From an optimization exercise on the open Yosys and OpenROAD flow, aimed at small area and a short achievable clock period; shortcuts taken in it are not production practice. Function was checked by simulation only, so behaviour that the tests miss may differ from the original. Power figures rest on the tool's default switching activity, not on a simulated workload.

`run.sh`:
```
#!/bin/bash
# synth_recipe.tcl (not shown) runs the flow's synth.tcl, then flattens the netlist and writes it again
# the make line also repeats each setting of config.mk as NAME=value (left out here)
make -C /OpenROAD-flow-scripts/flow DESIGN_CONFIG=/design/flow/config.mk WORK_HOME=/design/flow/orfs CLKGATE_MAP_FILE= SYNTH_SCRIPT=/design/flow/synth_recipe.tcl finish
```
`config.mk`:
```
export PLATFORM = sky130hd
export DESIGN_NAME = backend_top
export DESIGN_NICKNAME = backend_top
export VERILOG_FILES = /design/flow/design.v
export SDC_FILE = /design/flow/constraint.sdc
export NUM_CORES = 4
export LEC_CHECK = 0
export CAP_MARGIN = 30
export CORE_MARGIN = 2
export CORE_UTILIZATION = 40
export SETUP_SLACK_MARGIN = 0.3
export SLEW_MARGIN = 40
export SYNTH_MEMORY_MAX_BITS = 8192
```
`constraint.sdc`:
```
create_clock -name core_clock -period 7.5 [get_ports {clk}]
set_input_delay 1.5000 -clock core_clock [delete_from_list [all_inputs] [get_ports {clk}]]
set_output_delay 1.5000 -clock core_clock [all_outputs]
set_load 0.01 [all_outputs]
```
`design.v`:
```
package backend_pkg;
    localparam int WORD_W = 16;
    localparam int REG_N  = 4;
    localparam int IMM_W  = 8;
    typedef logic [WORD_W-1:0]        word_t;
    typedef logic [$clog2(REG_N)-1:0] reg_idx_t;
    typedef enum logic [3:0] {
        ADD, SUB, AND, ORR, NOT, TCP, SHL, SHR,
        LHI, ADI, LWD, SWD, WWD, HLT
    } op_t;
    typedef struct packed {
        logic             valid;
        op_t              op;
        reg_idx_t         rs;
        reg_idx_t         rt;
        reg_idx_t         rd;
        logic [IMM_W-1:0] imm;
    } issue_t;
    typedef struct packed {
        word_t    alu_result;  
        word_t    r_data1;     
        word_t    r_data2;     
        reg_idx_t rd;
        logic     mem_read;
        logic     mem_write;
        logic     reg_write;
        logic     mem_to_reg;
        logic     is_wwd;
        logic     is_done;
    } ex_mem_t;
    typedef struct packed {
        word_t    wb_data;
        word_t    wwd_data;
        reg_idx_t rd;
        logic     reg_write;
        logic     is_wwd;
        logic     is_done;
    } mem_wb_t;
endpackage
module reg_file (
    input  logic                  clk,
    input  logic                  reset_n,
    input  backend_pkg::reg_idx_t rs,
    input  backend_pkg::reg_idx_t rt,
    output backend_pkg::word_t    rs_data,
    output backend_pkg::word_t    rt_data,
    input  logic                  wr_en,
    input  backend_pkg::reg_idx_t wr_idx,
    input  backend_pkg::word_t    wr_data
);
    backend_pkg::word_t regs [0:backend_pkg::REG_N-1];
    always_ff @(posedge clk) begin
        if (reset_n) begin
            for (int i = 0; i < backend_pkg::REG_N; i++) begin
                regs[i] <= '0;
            end
        end else if (wr_en) begin
            regs[wr_idx] <= wr_data;
        end
    end
    always_comb begin
        rs_data = (wr_en && wr_idx == rs) ? wr_data : regs[rs];
        rt_data = (wr_en && wr_idx == rt) ? wr_data : regs[rt];
    end
endmodule
module exec_unit (
    input  backend_pkg::issue_t   issue,
    input  backend_pkg::word_t    rs_data,
    input  backend_pkg::word_t    rt_data,
    input  logic                  fwd_en,
    input  backend_pkg::reg_idx_t fwd_idx,
    input  backend_pkg::word_t    fwd_data,
    output backend_pkg::ex_mem_t  ex_next
);
    backend_pkg::word_t op_a;
    backend_pkg::word_t op_b;
    backend_pkg::word_t imm_sext;
    backend_pkg::word_t imm_hi;
    backend_pkg::word_t result;
    assign op_a = (fwd_en && fwd_idx == issue.rs) ? fwd_data : rs_data;
    assign op_b = (fwd_en && fwd_idx == issue.rt) ? fwd_data : rt_data;
    assign imm_sext = {{(backend_pkg::WORD_W - backend_pkg::IMM_W){issue.imm[backend_pkg::IMM_W-1]}}, issue.imm};
    assign imm_hi   = {issue.imm, {(backend_pkg::WORD_W - backend_pkg::IMM_W){1'b0}}};
    always_comb begin
        case (issue.op)
            backend_pkg::ADD:     result = op_a + op_b;
            backend_pkg::SUB:     result = op_a - op_b;
            backend_pkg::AND:     result = op_a & op_b;
            backend_pkg::ORR:     result = op_a | op_b;
            backend_pkg::NOT:     result = ~op_a;
            backend_pkg::TCP:     result = ~op_a + 1'b1;
            backend_pkg::SHL:     result = {op_a[backend_pkg::WORD_W-2:0], 1'b0};
            backend_pkg::SHR:     result = {op_a[backend_pkg::WORD_W-1], op_a[backend_pkg::WORD_W-1:1]};  
            backend_pkg::LHI:     result = imm_hi;
            backend_pkg::ADI:     result = op_a + imm_sext;
            backend_pkg::LWD,
            backend_pkg::SWD:     result = op_a + imm_sext;  
            default: result = op_a;
        endcase
    end
    always_comb begin
        ex_next            = '0;
        ex_next.alu_result = result;
        ex_next.r_data1    = op_a;
        ex_next.r_data2    = op_b;
        ex_next.rd         = issue.rd;
        case (issue.op)
            backend_pkg::ADD, backend_pkg::SUB, backend_pkg::AND, backend_pkg::ORR, backend_pkg::NOT, backend_pkg::TCP, backend_pkg::SHL, backend_pkg::SHR, backend_pkg::LHI, backend_pkg::ADI: begin
                ex_next.reg_write = 1'b1;
            end
            backend_pkg::LWD: begin
                ex_next.mem_read   = 1'b1;
                ex_next.mem_to_reg = 1'b1;
                ex_next.reg_write  = 1'b1;
            end
            backend_pkg::SWD: begin
                ex_next.mem_write = 1'b1;
            end
            backend_pkg::WWD: begin
                ex_next.is_wwd = 1'b1;
            end
            backend_pkg::HLT: begin
                ex_next.is_done = 1'b1;
            end
            default: begin
                ex_next.reg_write = 1'b0;  
            end
        endcase
    end
endmodule
module pipe_reg #(
    parameter int W = 1
) (
    input  logic         clk,
    input  logic         reset_n,
    input  logic         flush,
    input  logic         in_valid,
    input  logic [W-1:0] in_data,
    output logic         out_valid,
    output logic [W-1:0] out_data
);
    always_ff @(posedge clk) begin
        if (reset_n) begin
            out_valid <= 1'b0;
        end else begin
            out_valid <= in_valid & ~flush;  
        end
    end
    always_ff @(posedge clk) begin
        out_data <= in_data;
    end
endmodule
module data_mem #(
    parameter int ADDR_W = 8
) (
    input  logic               clk,
    input  logic [ADDR_W-1:0]  addr,
    input  logic               wr_en,
    input  backend_pkg::word_t wr_data,
    output backend_pkg::word_t rd_data
);
    localparam int DEPTH = 2 ** ADDR_W;
    backend_pkg::word_t mem [0:DEPTH-1];
    always_ff @(posedge clk) begin
        if (wr_en) begin
            mem[addr] <= wr_data;
        end
    end
    assign rd_data = mem[addr];
endmodule
module cpu_backend #(
    parameter int ADDR_W = 8
) (
    input  logic                clk,
    input  logic                reset_n,
    input  backend_pkg::issue_t issue,
    input  logic                flush,
    output logic                wwd_valid,
    output backend_pkg::word_t  wwd_data,
    output logic                done
);
    backend_pkg::word_t   rs_data;
    backend_pkg::word_t   rt_data;
    backend_pkg::ex_mem_t ex_next;
    backend_pkg::ex_mem_t ex_q;
    logic    ex_valid;
    backend_pkg::word_t   mem_rd_data;
    backend_pkg::word_t   mem_result;
    backend_pkg::mem_wb_t wb_next;
    backend_pkg::mem_wb_t wb_q;
    logic    wb_valid;
    reg_file u_reg_file (
        .clk     (clk),
        .reset_n (reset_n),
        .rs      (issue.rs),
        .rt      (issue.rt),
        .rs_data (rs_data),
        .rt_data (rt_data),
        .wr_en   (wb_valid & wb_q.reg_write),
        .wr_idx  (wb_q.rd),
        .wr_data (wb_q.wb_data)
    );
    exec_unit u_exec_unit (
        .issue    (issue),
        .rs_data  (rs_data),
        .rt_data  (rt_data),
        .fwd_en   (ex_valid & ex_q.reg_write),  
        .fwd_idx  (ex_q.rd),
        .fwd_data (mem_result),
        .ex_next  (ex_next)
    );
    pipe_reg #(.W($bits(ex_next))) u_ex_mem (
        .clk       (clk),
        .reset_n   (reset_n),
        .flush     (flush),
        .in_valid  (issue.valid),
        .in_data   (ex_next),
        .out_valid (ex_valid),
        .out_data  (ex_q)
    );
    data_mem #(.ADDR_W(ADDR_W)) u_data_mem (
        .clk     (clk),
        .addr    (ex_q.alu_result[ADDR_W-1:0]),
        .wr_en   (ex_valid & ex_q.mem_write),
        .wr_data (ex_q.r_data2),
        .rd_data (mem_rd_data)
    );
    assign mem_result = ex_q.mem_to_reg ? mem_rd_data : ex_q.alu_result;
    always_comb begin
        wb_next.wb_data   = mem_result;
        wb_next.wwd_data  = ex_q.r_data1;
        wb_next.rd        = ex_q.rd;
        wb_next.reg_write = ex_q.reg_write;
        wb_next.is_wwd    = ex_q.is_wwd;
        wb_next.is_done   = ex_q.is_done;
    end
    pipe_reg #(.W($bits(wb_next))) u_mem_wb (
        .clk       (clk),
        .reset_n   (reset_n),
        .flush     (1'b0),
        .in_valid  (ex_valid),
        .in_data   (wb_next),
        .out_valid (wb_valid),
        .out_data  (wb_q)
    );
    assign wwd_valid = wb_valid & wb_q.is_wwd;
    assign wwd_data  = wb_q.wwd_data;
    assign done      = wb_valid & wb_q.is_done;
endmodule
module backend_top (
    input  logic        clk,
    input  logic        rst,           
    input  logic        issue_valid,
    input  logic [3:0]  issue_op,
    input  logic [1:0]  issue_rs,
    input  logic [1:0]  issue_rt,
    input  logic [1:0]  issue_rd,
    input  logic [7:0]  issue_imm,
    input  logic        flush,
    output logic        wwd_valid,
    output logic [15:0] wwd_data,
    output logic        done
);
    backend_pkg::issue_t issue;
    always_comb begin
        issue.valid = issue_valid;
        issue.op    = backend_pkg::op_t'(issue_op);
        issue.rs    = issue_rs;
        issue.rt    = issue_rt;
        issue.rd    = issue_rd;
        issue.imm   = issue_imm;
    end
    cpu_backend #(.ADDR_W(8)) u_cpu_backend (
        .clk       (clk),
        .reset_n   (rst),
        .issue     (issue),
        .flush     (flush),
        .wwd_valid (wwd_valid),
        .wwd_data  (wwd_data),
        .done      (done)
    );
endmodule
```
==> run summary <==
==> through the flow <==
stage	hold slack, ns	setup WS [ns]	TNS (ns)
floorplan	0.310	0.607	0
global placement	0.310	-0.341	-0.866
detailed placement	0.312	-0.227	-0.324
CTS	0.290	0.296	0
global route	0.313	0.271	0
finish	0.295	0.392	0
==> what timing repair did <==
item,in CTS,in global routing
hold buffers,0,0
gates cloned,0,7
pin swaps,0,5
buffers inserted,13,3
setup endpoints to repair,8,8
gates resized for setup,9,47
==> area by class of cell <==
| cell class | instances | area [um2] |
|---|---|---|
| antenna | 25 | 62.6 |
| clock buffer | 527 | 11100 |
| clock inverter | 255 | 2380 |
| fill | 34000 | 220000 |
| inverter | 40 | 158 |
| multi-input combinational | 3278 | 38300 |
| sequential | 4254 | 127000 |
| tap | 5474 | 6850 |
| timing repair buffer | 849 | 7920 |
==> worst max-delay path by stage <==
stage | cells past startpoint | slack (ns) | to
global route | 31 | 0.27 | u_cpu_backend.u_ex_mem.out_data[49]
detailed placement | 23 | -0.23 | u_cpu_backend.u_ex_mem.out_data[53]
CTS | 30 | 0.30 | u_cpu_backend.u_ex_mem.out_data[53]
finish | 30 | 0.39 | u_cpu_backend.u_ex_mem.out_data[53]
floorplan | 24 | 0.61 | u_cpu_backend.u_ex_mem.out_data[54]
global placement | 23 | -0.34 | u_cpu_backend.u_ex_mem.out_data[53]
==> cells in the final DEF, fill, tap and decap left out, types with 20 or more instances in the layout <==
cell type,instances
a21oi_1,97
a221oi_1,47
a22o_1,41
a22oi_1,324
a31oi_1,33
and2_1,79
and3_1,20
buf_12,68
buf_4,687
buf_6,23
bufinv_16,35
clkbuf_1,98
clkbuf_16,435
clkdlybuf4s50_1,39
clkinv_1,115
clkinv_2,62
dfxtp_1,70
dfxtp_4,22
diode_2,25
edfxtp_1,4160
inv_1,34
mux2i_1,494
mux4_2,881
nand2_1,175
nand3_1,151
nand4_1,31
nor2_1,156
nor2_2,67
nor2_4,126
nor3_1,28
o211ai_1,25
o21ai_0,51
o22ai_1,44
xnor2_1,23
==> flip-flops by register name, indices dropped and copies added (netlist names) <==
signal                            cells
u_cpu_backend.u_ex_mem.out_valid      1
u_cpu_backend.u_reg_file.regs        64
u_cpu_backend.u_ex_mem.out_data      55
u_cpu_backend.u_mem_wb.out_data      37
u_cpu_backend.u_mem_wb.out_valid      1
u_cpu_backend.u_data_mem.mem       4096
==> per-layer routing <==
layer	GRT usage (%)	routed length [um]	vias up
li1	-	-	35300
met1	34.2	208000	48600
met2	38.0	245000	6217
met3	6.83	64000	1246
met4	13.9	36300	18
met5	0	116	-
==> cell families (layout without fill, tap and decap cells) <==
kind of cell | after synthesis | in the layout
adders and majority gates | 19 | 19
other | 0 | 25
AOI/OAI and AO/OA | 834 | 834
buffers and inverters | 534 | 1671
xor gates and xnor gates | 31 | 31
and+or+nand+nor | 991 | 991
muxes | 1403 | 1403
DFF | 4254 | 4254
==> Yosys cell counts (12+ instances only) <==
library cell,number
a31oi_1,35
o211ai_1,25
o21ai_0,54
buf_4,65
buf_2,154
mux2_2,19
nand4_1,31
a32oi_1,14
nor2b_1,20
nand3_1,154
o221ai_1,12
ha_1,17
a22oi_1,329
dfxtp_1,94
a22o_1,41
edfxtp_1,4160
and3_1,21
clkbuf_1,173
o22ai_1,46
mux2i_1,501
a21oi_1,97
and2_1,81
buf_6,59
nor4_1,18
xnor2_1,23
mux4_2,881
nand2_1,192
nor2_1,347
nor3_1,35
inv_1,34
buf_1,41
a221oi_1,51
o21ai_1,13
==> power by group through the flow <==
stage | Clock (mW) | Combinational (mW) | Sequential, mW
finish | 20.9 | 10.4 | 26.9
global route | 21.9 | 10.5 | 26.8
CTS | 21.1 | 9.91 | 26.9
detailed placement | 0 | 9.80 | 27.4
global placement | 0 | 9.56 | 27.5
floorplan | 0 | 4.79 | 27.6
==> flow_summary.toml <==
[power_and_ir_drop]
pwr_dens_nw_per_um2 = 300
fin_total_pwr_mw = 58.1
internal_power_mw = 41.9
power.sequential.fraction_pct = 46.2
power.clock.fraction_pct = 36.0
power.leakage_nw = 61.3
switching_share_pct = 27.9
vdd_ir_drop_max_mv = 0.221
comb_power_share_pct = 17.8
total_switching_power_mw = 16.2

[synth]
synth.yosys.warnings = 7
syn-num-nets = 8106
main_combinational_cell_family_by_area_after_synthesis = "multiplexers"
ys_ff_latch = 4254
ys.flop_type = "edfxtp_1"
syn-instance-count = 8066
synthSimpleGateAreaFrac_pct = 2.90
avgSynthCellArea_um2 = 20.6
synth.yosys.seq_area_share_pct = 76.3
synth.top_cell.area_share_pct = 75.2
area_fraction_in_compound_gates_after_synthesis_pct = 3.64
synth-xor-area-share_pct = 0.163
synth_area_leaders = "edfxtp_1 75%, mux4_2 12%, mux2i_1 3.0%"
async_flop_share_pct = 0
netlist.top_cell.by_area = "edfxtp_1"
synth.area.mux_share_pct = 15.1
count_of_unique_library_cells_instantiated_by_yosys = 98
arithmetic_cell_share_of_the_synthesized_area_counting_full_adders_half_adders_and_majority_gates_pct = 0.146
synth-edff-count = 4160
synthesized_cell_area_um2 = 166000

[grt]
initial_antenna_violation_count = 39
global_route_wire_length_before_repair_um = 745000
maximum_number_of_pins_on_one_net_before_global_route_repair = 193
globalRoute.totalOverflow = 0
first_global_vias = 87500
globalRouteTotalUtil_pct = 25.5

[sta]
timing.fmax_mhz = 141
layout_worst_path_cycle_share_pct = 94.8
slew_viol_final = 0
min_period_ns = 7.11
maxSlewHeadroom_pct = 27.8
timing.clock.skew_ns = 0.0787
hold_viol = 0
final-setup-viol-count = 0
rsz_0062_raised_after_global_routing = "no"
worst_slew_pin_slew_ns = 1.08

[setup_path]
worstSetupStartpoint = "u_cpu_backend.u_ex_mem.out_data[40]"
cp_slowest_stage_delay_ns = 0.41
crit_path_end_kind = "register"
criticalPathCategory = "reg -> reg"
r2r.worst_path.cells = 30
cpMaxStageDelayCell = "nand4_1"
timing.critical_path.max_delay_family = "compound AO/OA/AOI/OAI gates"
crit_path_frequent_cell = "buf_4"
setup.worst_path.start_class = "register"
critPathBufInv = 7
regToRegEndpoint = "u_cpu_backend.u_ex_mem.out_data[53]"
reg2reg_setup_slack_ns = 0.39
cp_data_required_time_ns = 8.38
reg2reg_from = "u_cpu_backend.u_ex_mem.out_data[40]"
cp.arrival_ns = 7.99
crit_fanout = 15

[placement]
placedCellCount = 13900
buffers_added_on_ports = 39
place.gp.congestion = 0.974
placement.cell_area_um2 = 179000
dpl.hpwl_um = 360000

[die]
die_footprint_um2 = 421000
effective_utilization_at_floorplan_pct = 40.2
boundaryPins = 40
dieWidth_um = 649
core_area_um2 = 413000
die_height_um = 649
fp-row-count = 236

[finish]
num-nets-final = 8885
final_cell_utilization_of_the_core_pct = 46.8
final_cell_count_without_fillers = 14700
post_route_cells_drive_above_1_share_pct = 28.6
finish.instance_area_um2 = 194000
synthToLayoutAreaGrowth_pct = 16.5

[detailed_routing]
routed_via_density = 6.22
avgRoutedWirePerCell_um = 37.6
route.vias.total = 91400
final_antenna_net_count = 0
drcViolationCount = 0
detailedRoute.firstIterationViolations = 15400
routed_wirelength_um = 553000
drtPass1Iterations = 7

[cts]
tritoncts_clock_tree = "done"
number_of_buffers_created_by_cts = 422
insertion_delay_ns = 1.03
clkSinkCount = 4254
cts_max_level = 5
root_buffer = "clkbuf_16"
cts.path.max_buffers = 4
cts.reportedPaths.clkPinSlew_ns = 0.07

[min_path]
timing.hold.worst.class = "reg -> reg"
whs_path_depth = 0
hold_end = "u_cpu_backend.u_mem_wb.out_data[13]"
hold_start = "u_cpu_backend.u_ex_mem.out_data[32]"

[status]
outcome = "timing/DRC/antenna clean"

[job]
drv_cap = 0

static timing again, ports no longer ideal:
The flow's constraints put no driver on any port. The routed layout listed below was extracted and timed again, unchanged, in two steps. Step 1 sets driving cells, clkbuf_16 on the clock port and buf_2 on the other inputs (assumed; they add their load-dependent delay and slew). Step 2 times the ports against the registers' clock, not the clock port: input delays grow and output delays shrink by t, the midpoint of the rising clock arrivals with the driver on. Slacks: ideal / step 1 / step 2; pairs: ideal / step 1.
t (ns): 1.101
slack for setup (ns): 0.392 / 0.392 / 0.392
worst setup path at the end: register to register
clock arrival spread, ns: 0.080 / 0.080
After both steps this run still meets setup and hold. The setup slack of this run moves by 0.000 ns with the drivers and by 0.000 ns with both steps.
